This is an optimization exercise on Yosys and OpenROAD, whose aim is small area, not a production implementation.
The RTL was checked by simulation tests, not by an equivalence proof against the original design.
The flow treats the clock pin as an ideal source, which a real chip does not have.
No activity file was given, so power comes from the tool's default toggle rates.

--- flow/run.sh ---
#!/bin/bash
# Own layout flow: the standard flow (standard.sh: ORFS synthesis with the
# same registers, floorplan, placement, CTS, routing) with changes to how
# cells are chosen and added:
#  - synthesis maps the combinational logic with an area-oriented ABC script
#    (delay relaxed, three choice/mapping rounds); the registers come from
#    dfflibmap before ABC and are the standard synthesis's
#  - clock tree: larger sink clusters and no dummy loads
#    (clock_tree_synthesis -dont_use_dummy_load)
#  - port buffers: the smallest buffer, sky130_fd_sc_hd__buf_1
# Every step's full output stays in orfs/logs/; make's output goes to standard.log.
set -euo pipefail

# ORFS scripts with only the ABC mapping script replaced
rm -rf scripts_area
cp -r "$FLOW_HOME/scripts" scripts_area
R='&nf -R 1000 -p -F 8 -A 4 -C 32'
printf '&get -n\n&st\n&dch -f\n%s\n&st\n&dch -f\n%s\n&st\n&dch -f\n%s\n&put\n' "$R" "$R" "$R" > scripts_area/abc_speed.script
export SCRIPTS_DIR="$PWD/scripts_area"

export CTS_ARGS="-sink_clustering_enable -repair_clock_nets -dont_use_dummy_load -sink_clustering_size 25 -sink_clustering_max_diameter 80"
export BUFFER_PORTS_ARGS="-buffer_cell sky130_fd_sc_hd__buf_1"
bash standard.sh ${FLOW_TARGET:-finish} > standard.log 2>&1
--- standard.sh ---
#!/bin/bash
# synth_recipe.tcl (not shown) runs the flow's synth.tcl, then flattens the netlist and writes it again
# the make line also repeats each setting of config.mk as NAME=value (left out here)
make -C /OpenROAD-flow-scripts/flow DESIGN_CONFIG=/design/flow/config.mk WORK_HOME=/design/flow/orfs CLKGATE_MAP_FILE= SYNTH_SCRIPT=/design/flow/synth_recipe.tcl "${@:-finish}"
--- config.mk ---
export PLATFORM = sky130hd
export DESIGN_NAME = sixAxisCtrl
export DESIGN_NICKNAME = sixAxisCtrl
export VERILOG_FILES = /design/flow/design.v
export SDC_FILE = /design/flow/constraint.sdc
export NUM_CORES = 4
export LEC_CHECK = 0
export CAP_MARGIN = 20
export CORE_MARGIN = 2
export CORE_UTILIZATION = 65
export PLACE_DENSITY = 0.75
export SLEW_MARGIN = 20
--- constraint.sdc ---
create_clock -name core_clock -period 10.0 [get_ports {clk}]
set_input_delay 2.0000 -clock core_clock [delete_from_list [all_inputs] [get_ports {clk}]]
set_output_delay 2.0000 -clock core_clock [all_outputs]
set_load 0.01 [all_outputs]
--- design.v ---
package motionPkg;
	localparam int POSITION_WIDTH = 16;
	localparam int ACCUM_WIDTH = 32;
	localparam int PHASE_COUNT_WIDTH = 16;
	typedef logic signed [POSITION_WIDTH-1:0] positionT;
	typedef logic signed [POSITION_WIDTH-1:0] limitT;
	typedef logic signed [ACCUM_WIDTH-1:0] accelT;
	typedef logic [ACCUM_WIDTH-1:0] velocityT;
	typedef logic [31:0] sampleCountT;
	localparam limitT LIMIT_MIN = {1'b1, {(POSITION_WIDTH-1){1'b0}}};
	localparam limitT LIMIT_MAX = {1'b0, {(POSITION_WIDTH-1){1'b1}}};
	typedef enum logic [1:0] {
		IDLE = 2'd0,
		ACCEL = 2'd1,
		CRUISE = 2'd2,
		DECEL = 2'd3
	} profileStateT;
endpackage
package regMapPkg;
	localparam int WORD_ADDR_MSB = 9;
	localparam int WORD_ADDR_LSB = 2;
	localparam int AXIS_BLOCK_WORDS = 8;
	localparam int OFFSET_BITS = $clog2(AXIS_BLOCK_WORDS);
	typedef enum logic [OFFSET_BITS-1:0] {
		REG_CONTROL = 3'd0,
		REG_ACCEL = 3'd1,
		REG_ACCEL_SAMPLES = 3'd2,
		REG_CRUISE_SAMPLES = 3'd3,
		REG_LIMITS = 3'd4,
		REG_POSITION = 3'd5,
		REG_STATUS = 3'd6
	} regOffsetT;
	localparam int GLOBAL_BASE = 64;
	localparam int GPOUT_WORD = GLOBAL_BASE;
	localparam int CTRL_START_BIT = 0;
	localparam int CTRL_FORWARD_BIT = 1;
	localparam int LIMIT_HI_LSB = 16;
	localparam int STATUS_BUSY_BIT = 0;
	localparam int STATUS_ALARM_BIT = 1;
endpackage
`timescale 1ns/1ps
module phaseGen
#(
	parameter int PHASE_PERIOD = 200
)
(
	input	logic	clk,
	input	logic	rst,
	output	logic	ph1,
	output	logic	ph2,
	output	logic	ph3,
	output	logic	digitOdd,
	output	logic	[$clog2(PHASE_PERIOD)-4:0]	passIndex,
	output	logic	digitFirst,
	output	logic	digitLast
);
	localparam int W = $clog2(PHASE_PERIOD);
	logic [W-1:0] phaseCount;
	always_ff @(posedge clk)
	begin
		if (rst || phaseCount == W'(PHASE_PERIOD - 1))
			phaseCount <= '0;
		else
			phaseCount <= phaseCount + W'(1);
	end
	assign ph1 = (phaseCount == W'(1));
	assign ph2 = (phaseCount == W'(2));
	assign ph3 = (phaseCount == W'(3));
	assign digitOdd = phaseCount[0];
	assign passIndex = phaseCount[W-1:3];
	assign digitFirst = (phaseCount[2:0] == 3'd0);
	assign digitLast = (phaseCount[2:0] == 3'd7);
endmodule
`timescale 1ns/1ps
module profileGen
(
	input	logic			clk,
	input	logic			rst,
	input	logic			ph1,
	input	logic			ph2,
	input	logic			ph3,
	input	logic			digitOdd,
	input	logic			digitLast,
	input	logic			slotPass1,
	input	logic			slotPass2,
	input	logic			prgmReq,
	input	logic			prgmForward,
	input	logic			prgmNzAccel,
	input	logic			prgmNzCruise,
	input	motionPkg::accelT			prgmAccel,
	input	motionPkg::sampleCountT	prgmAccelSamples,
	input	motionPkg::sampleCountT	prgmCruiseSamples,
	input	logic	[3:0]	aluVelocity,
	input	logic	[3:0]	aluAccum,
	input	logic	[3:0]	aluTicks,
	input	logic	[3:0]	aluReload,
	input	logic			aluCarry,
	input	logic			aluZero,
	output	logic	[3:0]	digitVelocity,
	output	logic	[3:0]	digitAccum,
	output	logic	[3:0]	digitTicks,
	output	logic	[3:0]	digitAccel,
	output	logic	[3:0]	digitAccelSamples,
	output	logic	[3:0]	digitCruiseSamples,
	output	logic			isAccel,
	output	logic			isDecel,
	output	logic			fresh,
	output	logic			moveNzCruise,
	output	logic			prgmAck,
	output	logic			busy,
	output	logic			stepStrobe,
	output	logic			stepDir
);
	motionPkg::profileStateT state;
	logic [31:0] ringAccel;
	logic [31:0] ringAccelSamples;
	logic [31:0] ringCruiseSamples;
	logic [31:0] ringVelocity;
	logic [31:0] ringAccum;
	logic [31:0] ringTicks;
	logic moveNzAccel;
	logic stepCarry;
	logic lastTick;
	logic load;
	logic doPass1;
	logic doPass2;
	logic [3:0] velTail;
	logic [3:0] accTail;
	logic [3:0] tickTail;
	assign isAccel = (state == motionPkg::ACCEL);
	assign isDecel = (state == motionPkg::DECEL);
	assign busy = (state != motionPkg::IDLE);
	assign prgmAck = ph1 && prgmReq && !busy;
	assign load = ph1 && !busy;
	assign stepStrobe = ph3 && busy && !fresh && stepCarry;
	assign doPass1 = slotPass1 && busy;
	assign doPass2 = slotPass2 && busy && lastTick;
	assign digitVelocity = ringVelocity[3:0];
	assign digitAccum = ringAccum[3:0];
	assign digitTicks = ringTicks[3:0];
	assign digitAccel = ringAccel[3:0];
	assign digitAccelSamples = ringAccelSamples[3:0];
	assign digitCruiseSamples = ringCruiseSamples[3:0];
	assign velTail = doPass1 ? aluVelocity : ringVelocity[3:0];
	assign accTail = doPass1 ? aluAccum : ringAccum[3:0];
	assign tickTail = doPass1 ? aluTicks : (doPass2 ? aluReload : ringTicks[3:0]);
	function automatic logic [3:0] paramTail(input logic [3:0] digit);
		paramTail = busy ? digit : {4{!digitOdd}};
	endfunction
	always_ff @(posedge clk)
	begin
		ringAccel <= ~({paramTail(ringAccel[3:0]), ringAccel[31:4]}
			| ({32{load}} & {prgmAccel[7:0], prgmAccel[31:8]}));
		ringAccelSamples <= ~({paramTail(ringAccelSamples[3:0]), ringAccelSamples[31:4]}
			| ({32{load}} & {prgmAccelSamples[7:0], prgmAccelSamples[31:8]}));
		ringCruiseSamples <= ~({paramTail(ringCruiseSamples[3:0]), ringCruiseSamples[31:4]}
			| ({32{load}} & {prgmCruiseSamples[7:0], prgmCruiseSamples[31:8]}));
		ringVelocity <= {velTail, ringVelocity[31:4]};
		ringAccum <= {accTail, ringAccum[31:4]};
		ringTicks <= {tickTail, ringTicks[31:4]};
		if (slotPass1 && digitLast)
		begin
			stepCarry <= aluCarry;
			lastTick <= aluZero;
		end
		if (prgmAck)
		begin
			moveNzAccel <= prgmNzAccel;
			moveNzCruise <= prgmNzCruise;
		end
	end
	always_ff @(posedge clk)
	begin
		if (rst)
		begin
			state <= motionPkg::IDLE;
			stepDir <= 1'b0;
			fresh <= 1'b0;
		end
		else
		begin
			if (ph2 && fresh)
				stepDir <= prgmForward;
			if (prgmAck)
				fresh <= 1'b1;
			else if (slotPass1 && digitLast)
				fresh <= 1'b0;
			if (prgmAck)
			begin
				if (prgmNzAccel)
					state <= motionPkg::ACCEL;
				else if (prgmNzCruise)
					state <= motionPkg::CRUISE;
			end
			else if (ph1 && lastTick)
			begin
				case (state)
					motionPkg::ACCEL: state <= moveNzCruise ? motionPkg::CRUISE : motionPkg::DECEL;
					motionPkg::CRUISE: state <= moveNzAccel ? motionPkg::DECEL : motionPkg::IDLE;
					motionPkg::DECEL: state <= motionPkg::IDLE;
					default:
					begin
					end
				endcase
			end
		end
	end
endmodule
module profileAlu
(
	input	logic			clk,
	input	logic			digitFirst,
	input	logic			digitOdd,
	input	logic	[3:0]	digitVelocity,
	input	logic	[3:0]	digitAccum,
	input	logic	[3:0]	digitTicks,
	input	logic	[3:0]	digitAccel,
	input	logic	[3:0]	digitAccelSamples,
	input	logic	[3:0]	digitCruiseSamples,
	input	logic			isAccel,
	input	logic			isDecel,
	input	logic			fresh,
	input	logic			moveNzCruise,
	output	logic	[3:0]	aluVelocity,
	output	logic	[3:0]	aluAccum,
	output	logic	[3:0]	aluTicks,
	output	logic	[3:0]	aluReload,
	output	logic			aluCarry,
	output	logic			aluZero
);
	logic velCarry;
	logic accCarry;
	logic tickBorrow;
	logic tickZero;
	logic [3:0] accelDigit;
	logic [3:0] accelSamplesDigit;
	logic [3:0] cruiseSamplesDigit;
	logic [3:0] velIn;
	logic [3:0] accIn;
	logic [3:0] tickIn;
	logic [3:0] accelOp;
	logic [4:0] velSum;
	logic [4:0] accSum;
	logic [4:0] tickDiff;
	assign accelDigit = digitAccel ^ {4{!digitOdd}};
	assign accelSamplesDigit = digitAccelSamples ^ {4{!digitOdd}};
	assign cruiseSamplesDigit = digitCruiseSamples ^ {4{!digitOdd}};
	assign velIn = fresh ? 4'd0 : digitVelocity;
	assign accIn = fresh ? 4'd0 : digitAccum;
	assign tickIn = fresh ? (isAccel ? accelSamplesDigit : cruiseSamplesDigit) : digitTicks;
	assign accelOp = isAccel ? accelDigit : (isDecel ? ~accelDigit : 4'd0);
	assign velSum = {1'b0, velIn} + {1'b0, accelOp} + {4'd0, digitFirst ? isDecel : velCarry};
	assign accSum = {1'b0, accIn} + {1'b0, velSum[3:0]} + {4'd0, digitFirst ? 1'b0 : accCarry};
	assign tickDiff = {1'b0, tickIn} - {4'd0, digitFirst ? 1'b1 : tickBorrow};
	assign aluVelocity = velSum[3:0];
	assign aluAccum = accSum[3:0];
	assign aluTicks = tickDiff[3:0];
	assign aluCarry = accSum[4];
	assign aluZero = (digitFirst || tickZero) && (tickDiff[3:0] == 4'd0);
	assign aluReload = (isAccel && moveNzCruise) ? cruiseSamplesDigit : accelSamplesDigit;
	always_ff @(posedge clk)
	begin
		velCarry <= velSum[4];
		accCarry <= accSum[4];
		tickBorrow <= tickDiff[4];
		tickZero <= aluZero;
	end
endmodule
`timescale 1ns/1ps
module travelLimiter
(
	input	logic		clk,
	input	logic		rst,
	input	logic		stepStrobe,
	input	logic		stepDir,
	input	logic		setEnable,
	input	logic		alarmClear,
	input	motionPkg::positionT	setPosition,
	input	motionPkg::limitT		limitLo,
	input	motionPkg::limitT		limitHi,
	output	logic		mStep,
	output	logic		mDir,
	output	logic		alarm,
	output	motionPkg::positionT	position
);
	logic atLimit;
	logic limitHit;
	logic stepPass;
	assign mDir = stepDir;
	assign atLimit = (position == (stepDir ? limitHi : limitLo));
	assign limitHit = stepStrobe && atLimit;
	assign stepPass = stepStrobe && !alarm && !atLimit;
	always_ff @(posedge clk)
	begin
		if (rst)
		begin
			mStep <= 1'b0;
			alarm <= 1'b0;
			position <= '0;
		end
		else
		begin
			mStep <= stepPass;
			if (limitHit)
				alarm <= 1'b1;
			else if (alarmClear)
				alarm <= 1'b0;
			if (setEnable)
				position <= setPosition;
			else if (stepPass)
			begin
				if (stepDir)
					position <= position + motionPkg::positionT'(1);
				else
					position <= position - motionPkg::positionT'(1);
			end
		end
	end
endmodule
`timescale 1ns/1ps
module hostRegs
#(
	parameter int NUM_AXES = 6,
	parameter int GPOUT_WIDTH = 4
)
(
	input	logic								clk,
	input	logic								rst,
	input	logic								plbEn,
	input	logic								plbRd,
	input	logic								plbWr,
	input	logic			[31:0]				plbAddr,
	input	logic			[31:0]				plbWrData,
	output	logic								plbReady,
	output	logic			[31:0]				plbRdData,
	output	logic			[NUM_AXES-1:0]		prgmReq,
	output	logic			[NUM_AXES-1:0]		prgmForward,
	output	motionPkg::accelT			[NUM_AXES-1:0]		prgmAccel,
	output	motionPkg::sampleCountT	[NUM_AXES-1:0]		prgmAccelSamples,
	output	motionPkg::sampleCountT	[NUM_AXES-1:0]		prgmCruiseSamples,
	output	logic			[NUM_AXES-1:0]		setEnable,
	output	motionPkg::positionT					setPosition,
	output	logic			[NUM_AXES-1:0]		prgmNzAccel,
	output	logic			[NUM_AXES-1:0]		prgmNzCruise,
	output	motionPkg::limitT			[NUM_AXES-1:0]		limitLo,
	output	motionPkg::limitT			[NUM_AXES-1:0]		limitHi,
	output	logic			[NUM_AXES-1:0]		alarmClear,
	input	logic			[NUM_AXES-1:0]		prgmAck,
	input	logic			[NUM_AXES-1:0]		busy,
	input	logic			[NUM_AXES-1:0]		alarm,
	input	motionPkg::positionT		[NUM_AXES-1:0]		position,
	output	logic			[GPOUT_WIDTH-1:0]	gpout
);
	localparam int WORD_BITS = regMapPkg::WORD_ADDR_MSB - regMapPkg::WORD_ADDR_LSB + 1;
	logic [WORD_BITS-1:0] wordAddr;
	logic [WORD_BITS-regMapPkg::OFFSET_BITS-1:0] axisIdx;
	regMapPkg::regOffsetT offset;
	logic isGpout;
	logic wrStrobe;
	logic rdStrobe;
	logic [NUM_AXES-1:0] axisWr;
	logic posWrQ;
	logic clearWrQ;
	logic [2:0] wrAxisQ;
	logic [NUM_AXES-1:0] axisRd;
	logic [NUM_AXES-1:0] ctrlWrOk;
	logic [31:0] readWord;
	logic [31:0] limitData;
	assign wordAddr = plbAddr[regMapPkg::WORD_ADDR_MSB:regMapPkg::WORD_ADDR_LSB];
	assign axisIdx = wordAddr[WORD_BITS-1:regMapPkg::OFFSET_BITS];
	assign offset = regMapPkg::regOffsetT'(wordAddr[regMapPkg::OFFSET_BITS-1:0]);
	assign isGpout = (wordAddr == WORD_BITS'(regMapPkg::GPOUT_WORD));
	assign wrStrobe = plbEn && plbWr;
	assign rdStrobe = plbEn && plbRd;
	always_comb
	begin
		readWord = '0;
		if (rdStrobe && isGpout)
			readWord[GPOUT_WIDTH-1:0] = gpout;
		for (int n = 0; n < NUM_AXES; n++)
		begin
			axisWr[n] = wrStrobe && (axisIdx == n);
			ctrlWrOk[n] = axisWr[n] && (offset == regMapPkg::REG_CONTROL) && !busy[n] && !prgmReq[n];
			axisRd[n] = rdStrobe && (axisIdx == n);
			readWord[regMapPkg::CTRL_FORWARD_BIT] = readWord[regMapPkg::CTRL_FORWARD_BIT]
				| (axisRd[n] && (offset == regMapPkg::REG_CONTROL) && prgmForward[n]);
			readWord = readWord
				| ({32{axisRd[n] && (offset == regMapPkg::REG_ACCEL)}} & prgmAccel[n])
				| ({32{axisRd[n] && (offset == regMapPkg::REG_ACCEL_SAMPLES)}} & prgmAccelSamples[n])
				| ({32{axisRd[n] && (offset == regMapPkg::REG_CRUISE_SAMPLES)}} & prgmCruiseSamples[n])
				| ({32{axisRd[n] && (offset == regMapPkg::REG_LIMITS)}} & {limitHi[n], limitLo[n]})
				| ({32{axisRd[n] && (offset == regMapPkg::REG_POSITION)}} & 32'($signed(position[n])));
			readWord[regMapPkg::STATUS_BUSY_BIT] = readWord[regMapPkg::STATUS_BUSY_BIT]
				| (axisRd[n] && (offset == regMapPkg::REG_STATUS) && (busy[n] || prgmReq[n]));
			readWord[regMapPkg::STATUS_ALARM_BIT] = readWord[regMapPkg::STATUS_ALARM_BIT]
				| (axisRd[n] && (offset == regMapPkg::REG_STATUS) && alarm[n]);
		end
	end
	always_ff @(posedge clk)
	begin
		plbReady <= plbEn;
		plbRdData <= readWord;
		posWrQ <= (|axisWr) && (offset == regMapPkg::REG_POSITION);
		clearWrQ <= (|axisWr) && (offset == regMapPkg::REG_STATUS)
			&& plbWrData[regMapPkg::STATUS_ALARM_BIT];
		if (rst)
		begin
			gpout <= '0;
			prgmReq <= '0;
		end
		else
		begin
			if (wrStrobe && isGpout)
				gpout <= plbWrData[GPOUT_WIDTH-1:0];
			for (int n = 0; n < NUM_AXES; n++)
			begin
				if (prgmAck[n])
					prgmReq[n] <= 1'b0;
				else if (ctrlWrOk[n] && plbWrData[regMapPkg::CTRL_START_BIT])
					prgmReq[n] <= 1'b1;
			end
		end
	end
	always_ff @(posedge clk)
	begin
		setPosition <= plbWrData[motionPkg::POSITION_WIDTH-1:0];
		wrAxisQ <= axisIdx[2:0];
	end
	always_comb
	begin
		for (int n = 0; n < NUM_AXES; n++)
		begin
			setEnable[n] = posWrQ && (wrAxisQ == 3'(n));
			alarmClear[n] = clearWrQ && (wrAxisQ == 3'(n));
		end
	end
	assign limitData = rst ? {motionPkg::LIMIT_MAX, motionPkg::LIMIT_MIN} : plbWrData;
	always_ff @(posedge clk)
	begin
		for (int n = 0; n < NUM_AXES; n++)
		begin
			if (rst || (axisWr[n] && (offset == regMapPkg::REG_LIMITS)))
			begin
				limitLo[n] <= limitData[motionPkg::POSITION_WIDTH-1:0];
				limitHi[n] <= limitData[regMapPkg::LIMIT_HI_LSB +: motionPkg::POSITION_WIDTH];
			end
		end
	end
	always_ff @(posedge clk)
	begin
		for (int n = 0; n < NUM_AXES; n++)
		begin
			if (ctrlWrOk[n])
				prgmForward[n] <= plbWrData[regMapPkg::CTRL_FORWARD_BIT];
			if (axisWr[n])
			begin
				case (offset)
					regMapPkg::REG_ACCEL: prgmAccel[n] <= motionPkg::accelT'(plbWrData);
					regMapPkg::REG_ACCEL_SAMPLES:
					begin
						prgmAccelSamples[n] <= plbWrData;
						prgmNzAccel[n] <= (plbWrData != '0);
					end
					regMapPkg::REG_CRUISE_SAMPLES:
					begin
						prgmCruiseSamples[n] <= plbWrData;
						prgmNzCruise[n] <= (plbWrData != '0);
					end
					default:
					begin
					end
				endcase
			end
		end
	end
endmodule
`timescale 1ns/1ps
module sixAxisCtrl
#(
	parameter int NUM_AXES = 6,
	parameter int PHASE_PERIOD = 200,
	parameter int GPOUT_WIDTH = 4
)
(
	input	logic						clk,
	input	logic						rst,
	input	logic						plbEn,
	input	logic						plbRd,
	input	logic						plbWr,
	input	logic	[31:0]				plbAddr,
	input	logic	[31:0]				plbWrData,
	output	logic						plbReady,
	output	logic	[31:0]				plbRdData,
	output	logic	[NUM_AXES-1:0]		mAlarm,
	output	logic	[NUM_AXES-1:0]		mDir,
	output	logic	[NUM_AXES-1:0]		mStep,
	output	logic	[GPOUT_WIDTH-1:0]	gpout
);
	logic ph1;
	logic ph2;
	logic ph3;
	logic digitOdd;
	localparam int PASS_BITS = $clog2(PHASE_PERIOD) - 3;
	logic [PASS_BITS-1:0] passIndex;
	logic digitFirst;
	logic digitLast;
	logic [NUM_AXES-1:0] prgmReq;
	logic [NUM_AXES-1:0] prgmAck;
	logic [NUM_AXES-1:0] prgmForward;
	motionPkg::accelT [NUM_AXES-1:0] prgmAccel;
	motionPkg::sampleCountT [NUM_AXES-1:0] prgmAccelSamples;
	motionPkg::sampleCountT [NUM_AXES-1:0] prgmCruiseSamples;
	logic [NUM_AXES-1:0] busy;
	logic [NUM_AXES-1:0] setEnable;
	motionPkg::positionT setPosition;
	logic [NUM_AXES-1:0] prgmNzAccel;
	logic [NUM_AXES-1:0] prgmNzCruise;
	motionPkg::limitT [NUM_AXES-1:0] limitLo;
	motionPkg::limitT [NUM_AXES-1:0] limitHi;
	logic [NUM_AXES-1:0] alarmClear;
	motionPkg::positionT [NUM_AXES-1:0] position;
	logic [NUM_AXES-1:0] stepStrobe;
	logic [NUM_AXES-1:0] stepDir;
	logic [NUM_AXES-1:0] slotPass1;
	logic [NUM_AXES-1:0] slotPass2;
	logic [NUM_AXES-1:0][3:0] axVelocity;
	logic [NUM_AXES-1:0][3:0] axAccum;
	logic [NUM_AXES-1:0][3:0] axTicks;
	logic [NUM_AXES-1:0][3:0] axAccel;
	logic [NUM_AXES-1:0][3:0] axAccelSamples;
	logic [NUM_AXES-1:0][3:0] axCruiseSamples;
	logic [NUM_AXES-1:0] axIsAccel;
	logic [NUM_AXES-1:0] axIsDecel;
	logic [NUM_AXES-1:0] axFresh;
	logic [NUM_AXES-1:0] axNzCruise;
	logic [3:0] selVelocity;
	logic [3:0] selAccum;
	logic [3:0] selTicks;
	logic [3:0] selAccel;
	logic [3:0] selAccelSamples;
	logic [3:0] selCruiseSamples;
	logic selIsAccel;
	logic selIsDecel;
	logic selFresh;
	logic selNzCruise;
	logic [3:0] aluVelocity;
	logic [3:0] aluAccum;
	logic [3:0] aluTicks;
	logic [3:0] aluReload;
	logic aluCarry;
	logic aluZero;
	phaseGen #(
		.PHASE_PERIOD		(PHASE_PERIOD)
	) phases (
		.clk				(clk),
		.rst				(rst),
		.ph1				(ph1),
		.ph2				(ph2),
		.ph3				(ph3),
		.digitOdd			(digitOdd),
		.passIndex			(passIndex),
		.digitFirst			(digitFirst),
		.digitLast			(digitLast)
	);
	hostRegs #(
		.NUM_AXES			(NUM_AXES),
		.GPOUT_WIDTH		(GPOUT_WIDTH)
	) regs (
		.clk				(clk),
		.rst				(rst),
		.plbEn				(plbEn),
		.plbRd				(plbRd),
		.plbWr				(plbWr),
		.plbAddr			(plbAddr),
		.plbWrData			(plbWrData),
		.plbReady			(plbReady),
		.plbRdData			(plbRdData),
		.prgmReq			(prgmReq),
		.prgmForward		(prgmForward),
		.prgmAccel			(prgmAccel),
		.prgmAccelSamples	(prgmAccelSamples),
		.prgmCruiseSamples	(prgmCruiseSamples),
		.setEnable			(setEnable),
		.setPosition		(setPosition),
		.prgmNzAccel		(prgmNzAccel),
		.prgmNzCruise		(prgmNzCruise),
		.limitLo			(limitLo),
		.limitHi			(limitHi),
		.alarmClear			(alarmClear),
		.prgmAck			(prgmAck),
		.busy				(busy),
		.alarm				(mAlarm),
		.position			(position),
		.gpout				(gpout)
	);
	always_comb
	begin
		selVelocity = '0;
		selAccum = '0;
		selTicks = '0;
		selAccel = '0;
		selAccelSamples = '0;
		selCruiseSamples = '0;
		selIsAccel = 1'b0;
		selIsDecel = 1'b0;
		selFresh = 1'b0;
		selNzCruise = 1'b0;
		for (int n = 0; n < NUM_AXES; n++)
		begin
			slotPass1[n] = (passIndex == PASS_BITS'(n + 1));
			slotPass2[n] = (passIndex == PASS_BITS'(n + 1 + NUM_AXES));
			if (slotPass1[n] || slotPass2[n])
			begin
				selVelocity = selVelocity | axVelocity[n];
				selAccum = selAccum | axAccum[n];
				selTicks = selTicks | axTicks[n];
				selAccel = selAccel | axAccel[n];
				selAccelSamples = selAccelSamples | axAccelSamples[n];
				selCruiseSamples = selCruiseSamples | axCruiseSamples[n];
				selIsAccel = selIsAccel | axIsAccel[n];
				selIsDecel = selIsDecel | axIsDecel[n];
				selFresh = selFresh | axFresh[n];
				selNzCruise = selNzCruise | axNzCruise[n];
			end
		end
	end
	profileAlu alu (
		.clk				(clk),
		.digitFirst			(digitFirst),
		.digitOdd			(digitOdd),
		.digitVelocity		(selVelocity),
		.digitAccum			(selAccum),
		.digitTicks			(selTicks),
		.digitAccel			(selAccel),
		.digitAccelSamples	(selAccelSamples),
		.digitCruiseSamples	(selCruiseSamples),
		.isAccel			(selIsAccel),
		.isDecel			(selIsDecel),
		.fresh				(selFresh),
		.moveNzCruise		(selNzCruise),
		.aluVelocity		(aluVelocity),
		.aluAccum			(aluAccum),
		.aluTicks			(aluTicks),
		.aluReload			(aluReload),
		.aluCarry			(aluCarry),
		.aluZero			(aluZero)
	);
	for (genvar n = 0; n < NUM_AXES; n++)
	begin : gAxis
		profileGen profile (
			.clk				(clk),
			.rst				(rst),
			.ph1				(ph1),
			.ph2				(ph2),
			.ph3				(ph3),
			.digitOdd			(digitOdd),
			.digitLast			(digitLast),
			.slotPass1			(slotPass1[n]),
			.slotPass2			(slotPass2[n]),
			.prgmReq			(prgmReq[n]),
			.prgmForward		(prgmForward[n]),
			.prgmNzAccel		(prgmNzAccel[n]),
			.prgmNzCruise		(prgmNzCruise[n]),
			.prgmAccel			(prgmAccel[n]),
			.prgmAccelSamples	(prgmAccelSamples[n]),
			.prgmCruiseSamples	(prgmCruiseSamples[n]),
			.aluVelocity		(aluVelocity),
			.aluAccum			(aluAccum),
			.aluTicks			(aluTicks),
			.aluReload			(aluReload),
			.aluCarry			(aluCarry),
			.aluZero			(aluZero),
			.digitVelocity		(axVelocity[n]),
			.digitAccum			(axAccum[n]),
			.digitTicks			(axTicks[n]),
			.digitAccel			(axAccel[n]),
			.digitAccelSamples	(axAccelSamples[n]),
			.digitCruiseSamples	(axCruiseSamples[n]),
			.isAccel			(axIsAccel[n]),
			.isDecel			(axIsDecel[n]),
			.fresh				(axFresh[n]),
			.moveNzCruise		(axNzCruise[n]),
			.prgmAck			(prgmAck[n]),
			.busy				(busy[n]),
			.stepStrobe			(stepStrobe[n]),
			.stepDir			(stepDir[n])
		);
		travelLimiter limiter (
			.clk				(clk),
			.rst				(rst),
			.stepStrobe			(stepStrobe[n]),
			.stepDir			(stepDir[n]),
			.setEnable			(setEnable[n]),
			.alarmClear			(alarmClear[n]),
			.setPosition		(setPosition),
			.limitLo			(limitLo[n]),
			.limitHi			(limitHi[n]),
			.mStep				(mStep[n]),
			.mDir				(mDir[n]),
			.alarm				(mAlarm[n]),
			.position			(position[n])
		);
	end
endmodule
==> impl_metrics.toml, run 1 <==
[setup_path]
crit_arrival_ps = 6740
path_max_fanout = 16
cpPeakStageDelay_ps = 750
worstPathRequired_ps = 10600
path_class = "reg2reg"
crit_chain = "or3b_1 -> nor3_1 -> or2_2 -> buf_4 -> a222oi_1 -> nand3_1 -> xnor2_1 -> mux2i_1 -> fa_1 -> clkinv_1 -> fa_1 -> clkinv_1 -> ha_1 -> a21o_1 -> a21oi_1 -> xor2_1 -> o21ai_0"
start_kind = "flop"
crit_slowest_cell = "fa_1"
critPathCaptureType = "flop"

[routing]
drc = 0
dr_total_vias = 50900
drt-total-wl_um = 273000
drt_iter0_markers = 11000
vias_per_cell = 7.51
wl_per_cell_um = 40.3
drt_first_pass_iters = 13
postRouteAntennaNets = 0

[sta]
setup_viol = 0
slew_headroom_pct = 16.3
fin_crit_sh_pct = 61.4
hold_viol = 0
skew_ps = 66.6
rsz0062_at_grt = "false"
slew_violations = 0
period_minus_slack_ps = 6140
timing.fmax_mhz = 163
worst_slew_pin_slew_ps = 1260
finalWorstSetupSlack_ps = 3860
whs_ps = 328
final.setup.tns_ps = 0

[grt]
grt_first_pass_wirelength_um = 370000
grt_pass1_vias = 47600
gr-total-overflow = 0
grt_use_total_pct = 48.6
antenna_found_initial = 13
grt_max_degree = 70

[clock_tree]
cts_tree = "yes"
clock_sinks = 2170
clkTransAtPathRegs_ps = 90
hold_buffers = 0
cts_setup_buffers = 0
cts_made_buffers = 98
cts_resized = 0
clock_latency_ps = 760

[floorplan]
initial_core_util_pct = 65.6
num_rows = 120
ios = 124
chipWidth_um = 333
fp.dieH_um = 333
coreArea_sq_um = 107000
fp.dieArea_sq_um = 111000

[yosys]
synthAdderAreaFrac_pct = 2.01
synth_edf_count = 810
synth-compound-area-share_pct = 14.1
synth.mux.area_fraction_pct = 1.84
synth_area_sq_um = 70200
yosys_warnings = 6
synthArstFlopShare_pct = 0
syn_inst = 5015
ys.flop_type = "dfxtp_1"
synth.top_cell.area_share_pct = 38.8
syn_nets = 5191
yosysMostFrequentCell = "dfxtp_1"
synth_cell_types = 58
synth.top_cells.by_area = "dfxtp_1 (39%), edfxtp_1 (35%), a21oi_1 (4.8%)"
synth-simple-area-share_pct = 6.47
netlist_top_cells_count = "dfxtp_1 (1360), edfxtp_1 (810), a21oi_1 (673), a222oi_1 (245), nor2_1 (236)"
synth_top_family_by_area = "compound AO/OA/AOI/OAI gates"
yosys_register_bits = 2170
synth_top_cell_by_area = "dfxtp_1"
synth-xor-area-share_pct = 1.73
synth.avg_cell_area_sq_um = 14.0
ys_seq_area_share_pct = 73.4

[pwr]
power_uw = 14900
p_leak_uw = 0.0270
power.density_nw_per_um2 = 195
vdd_drop_max_mv = 0.205

[hold_path]
hp-class = "reg2reg"

[place]
portBuffers = 99
dp_hpwl_um = 174000
dp_slack_ps = 4050
gp_congestion = 1.09

[flow_run]
maxCapViolations = 0

[cells_and_area]
layout-drive-gt1-share_pct = 6.22
area_growth_pct = 8.84
final_nets = 5533
fillCellCount = 7118

[status]
outcome = "finished clean"
## final timing paths
check                                    start                                end  slack, ps  cells after the start
max                       phases.phaseCount[5]     gAxis[4].profile.ringAccum[31]       3860                     17
min          gAxis[1].profile.ringVelocity[31]  gAxis[1].profile.ringVelocity[27]        330                      0
max reg2reg               phases.phaseCount[5]     gAxis[4].profile.ringAccum[31]       3860                     17
min reg2reg  gAxis[1].profile.ringVelocity[31]  gAxis[1].profile.ringVelocity[27]        330                      0
## cell families after synthesis
family | Yosys count
compound gates | 1485
mux | 127
simple gates | 924
flops | 2170
fa+ha+maj | 107
xor+xnor | 139
buf+inv | 63
## per-layer routing
layer	up-vias	part of all wire, %	GRT usage [%]
met3	1402	17	21.5
met1	24300	33	61.5
met2	5057	40	66.8
met5	-	0.11	1.65
li1	20100	-	-
met4	14	9.3	33.6
## power by group
group	total (uW)	switching, uW	internal (uW)
clock network	4350	2600	1750
registers	9850	286	9560
logic	673	512	161
## placed cells by master (no fill, tap or decap), types with 22 or more instances in the layout
master / netlist / layout
nand2_1: 228 / 227
nor2b_1: 42 / 40
dfxtp_1: 1360 / 1360
mux2i_1: 109 / 109
clkinv_1: 45 / 45
nand4_1: 94 / 94
a222oi_1: 245 / 245
a21oi_1: 673 / 672
a22oi_1: 190 / 190
nor4_1: 29 / 27
edfxtp_1: 810 / 810
or3_1: 34 / 34
buf_4: 18 / 155
clkbuf_16: 0 / 98
nor2_4: 0 / 48
nor3_1: 39 / 39
nand3_1: 98 / 98
o21ai_0: 126 / 120
o21a_1: 22 / 22
a221oi_1: 100 / 100
xor2_1: 77 / 77
buf_1: 0 / 98
ha_1: 97 / 97
nor2_1: 236 / 182
xnor2_1: 62 / 62
## worst max-delay path: cells and delay by family (launching register included)
family,cells,cell delay [ps]
and+or+nand+nor,4,1770
adders and majority gates,3,1300
AOI/OAI and AO/OA,4,740
buffers and inverters,3,710
xor gates and xnor gates,2,630
DFF,1,470
muxes,1,330
## layout make-up
cell class	count	area, sq um	area share (%)
tap	1403	1760	2.30
inverter	45	169	0.221
timing repair buffer	260	1580	2.07
antenna	13	32.5	0.0426
sequential	2170	51500	67.5
multi-input combinational	2782	18900	24.7
clock buffer	98	2450	3.21
## stage by stage
| step | util [%] | instances | cell area [sq um] |
|---|---|---|---|
| 5_1_grt | 71.3 | 6760 | 76400 |
| 3_3_place_gp | 69.0 | 6654 | 73800 |
| 3_5_place_dp | 69.0 | 6655 | 73900 |
| 2_1_floorplan | - | 5015 | 70200 |
| 6_report | 71.4 | 6771 | 76400 |
| 4_1_cts | 71.3 | 6753 | 76300 |
==> inputs of run 2 (changes only) <==
--- a/flow/run.sh
+++ b/flow/run.sh
@@ -7,4 +7,4 @@
 #    dfflibmap before ABC and are the standard synthesis's
-#  - clock tree: larger sink clusters and no dummy loads
-#    (clock_tree_synthesis -dont_use_dummy_load)
+#  - clock tree: clkbuf_8 buffers, sink clusters of up to 16 within 60 um,
+#    no dummy loads (clock_tree_synthesis -dont_use_dummy_load)
 #  - port buffers: the smallest buffer, sky130_fd_sc_hd__buf_1
@@ -20,4 +20,4 @@
 
-export CTS_ARGS="-sink_clustering_enable -repair_clock_nets -dont_use_dummy_load -sink_clustering_size 25 -sink_clustering_max_diameter 80"
+export CTS_ARGS="-sink_clustering_enable -repair_clock_nets -dont_use_dummy_load -sink_clustering_size 16 -sink_clustering_max_diameter 60 -buf_list sky130_fd_sc_hd__clkbuf_8"
 export BUFFER_PORTS_ARGS="-buffer_cell sky130_fd_sc_hd__buf_1"
-bash standard.sh ${FLOW_TARGET:-finish} > standard.log 2>&1
+bash standard.sh > standard.log 2>&1
==> run 2 against run 1 <==
Cell area is 0.25% lower. Core utilization shrank 0.18 points. Register-to-register slack better by 30 ps. Global-route usage fell by 0.22 points. Clock power fell by 6.0%. First-iteration DRC count grew 10%. Area after synthesis is the same. Clock skew grew 19 ps. Critical path depth unchanged.
==> impl_metrics.toml, run 2 <==
[yosys]
synth.top_cell.area_share_pct = 38.8
synth.avg_cell_area_sq_um = 14.0
synthArstFlopShare_pct = 0
synth_edf_count = 810
netlist_top_cells_count = "dfxtp_1 (1360), edfxtp_1 (810), a21oi_1 (673), a222oi_1 (245), nor2_1 (236)"
synth_top_cell_by_area = "dfxtp_1"
ys.flop_type = "dfxtp_1"
syn_inst = 5015
synth.top_cells.by_area = "dfxtp_1 (39%), edfxtp_1 (35%), a21oi_1 (4.8%)"
yosys_warnings = 6
syn_nets = 5191
synth_area_sq_um = 70200
yosysMostFrequentCell = "dfxtp_1"
synth_cell_types = 58
ys_seq_area_share_pct = 73.4
yosys_register_bits = 2170

[status]
outcome = "finished clean"

[grt]
grt_first_pass_wirelength_um = 368000
grt_use_total_pct = 48.4
grt_pass1_vias = 47900
antenna_found_initial = 18
grt_max_degree = 70
gr-total-overflow = 0

[place]
gp_congestion = 1.09
dp.cells = 6655
dp_hpwl_um = 174000
portBuffers = 99

[setup_path]
start_kind = "flop"
crit_arrival_ps = 6850
path_max_fanout = 16
path_class = "reg2reg"
critPathCaptureType = "flop"
worstPathRequired_ps = 10740

[routing]
postRouteAntennaNets = 0
drt-total-wl_um = 272000
dr_total_vias = 51100
drt_first_pass_iters = 13
vias_per_cell = 7.48
drc = 0
wl_per_cell_um = 39.7
drt_iter0_markers = 12100

[hold_path]
hp-class = "reg2reg"

[sta]
fin_crit_sh_pct = 61.2
skew_ps = 86.0
hold_viol = 0
slew_headroom_pct = 15.8
rsz0062_at_grt = "false"
setup_viol = 0
final.setup.tns_ps = 0
period_minus_slack_ps = 6120
timing.fmax_mhz = 164
worst_slew_pin_slew_ps = 1260
slew_violations = 0

[clock_tree]
clkTransAtPathRegs_ps = 90
cts_setup_buffers = 0
cts_tree = "yes"
cts_made_buffers = 165
cts_resized = 0
clock_sinks = 2170
clock_latency_ps = 920
hold_buffers = 0

[pwr]
power.density_nw_per_um2 = 192
vdd_drop_max_mv = 0.179
p_leak_uw = 0.0270

[floorplan]
initial_core_util_pct = 65.6
fp.dieArea_sq_um = 111000
ios = 124
coreArea_sq_um = 107000
fp.dieH_um = 333
num_rows = 120
chipWidth_um = 333

[cells_and_area]
layout-drive-gt1-share_pct = 7.31
final_nets = 5597
layout_common_cells = "dfxtp_1 (1360), edfxtp_1 (810), a21oi_1 (672)"
final_common_cell = "dfxtp_1"
instances_no_fill = 6836
area_growth_pct = 8.57

[flow_run]
maxCapViolations = 0
==> run 2: cell counts after synthesis <==
No cell type changed its count.
==> run 2: worst paths after layout <==
| check | to | depth (start not counted) | from | slack, ps |
|---|---|---|---|---|
| worst max-delay path | gAxis[2].profile.ringAccum[31] | 17 | phases.phaseCount[5] | 3880 |
| worst min register to register | gAxis[0].profile.ringVelocity[17] | 0 | gAxis[0].profile.ringVelocity[21] | 280 |
| worst min-delay path | gAxis[0].profile.ringVelocity[17] | 0 | gAxis[0].profile.ringVelocity[21] | 280 |
| worst max register to register | gAxis[2].profile.ringAccum[31] | 17 | phases.phaseCount[5] | 3880 |
==> run 2: stage by stage <==
stage	util, %	worst slack (ps)	hold WS, ps	total power [uW]	area [sq um]
3_3_place_gp	69.0	4130	310	10600	73800
5_1_grt	71.2	3670	279	14900	76200
2_1_floorplan	-	4340	310	10100	70200
6_report	71.2	3880	283	14600	76200
3_5_place_dp	69.0	4050	312	10600	73900
4_1_cts	71.1	4040	271	14500	76100
==> run 2: worst max-delay path: stages, from the launching register on <==
cell and delay, ps:
dfxtp_1 480, or3b_1 540, nor3_1 280, or2_2 500, buf_4 470, a222oi_1 160
nand3_1 420, xnor2_1 220, mux2i_1 340, fa_1 260, clkinv_1 90, fa_1 750
clkinv_1 180, ha_1 300, a21o_1 190, a21oi_1 250, xor2_1 410, a21oi_1 130
==> run 2: logic make-up after synthesis <==
group	share of synthesized area, %
simple gates	6.47
xor+xnor	1.73
fa+ha+maj	2.01
flops	73.4
compound gates	14.1
mux	1.84
buf+inv	0.433
==> run 2: routing by layer <==
| metal | global-route usage (%) | wire length [um] |
|---|---|---|
| met2 | 66.3 | 107000 |
| met4 | 33.7 | 25300 |
| met1 | 61.1 | 90100 |
| met3 | 21.7 | 48700 |
| met5 | 2.00 | 346 |
==> run 2: layout make-up <==
class                           instances  area [sq um]
Clock buffer                          165          2270
Timing Repair Buffer                  257          1570
Antenna cell                           14          35.0
Fill cell                            7168         30800
Tap cell                             1403          1760
Multi-Input combinational cell       2782         18900
Inverter                               45           169
Sequential cell                      2170         51500
==> run 2: report_power, final <==
group	switching [uW]	internal [uW]	total [uW]
registers	286	9560	9850
logic	509	161	670
clock network	2610	1480	4090
total	3410	11200	14600

==> what the ideal ports hide <==
No port has a modelled driver above. Below, the same layouts with a new extraction and two added sets of constraints. Step 1 (the two cells are an assumption about what drives the block):
set clk [get_ports {clk}]
set_driving_cell -lib_cell sky130_fd_sc_hd__clkbuf_16 $clk
set_driving_cell -lib_cell sky130_fd_sc_hd__buf_2 [delete_from_list [all_inputs] $clk]
Step 2 moves the port delays by t, midway between the first and last clock arrival at a register: inputs arrive t later, outputs are due t later. That takes back most of the time a late clock gives input paths. a / b / c = no drivers / after step 1 / after step 2; a / b = the first two.
run	t (ns)	slack for setup (ns)	latest minus earliest clock arrival (ns)
run 1	0.808	3.857 / 3.857 / 3.857	0.068 / 0.068
run 2	0.952	3.884 / 3.884 / 3.884	0.096 / 0.097
After both steps setup and hold are still met in every run listed.
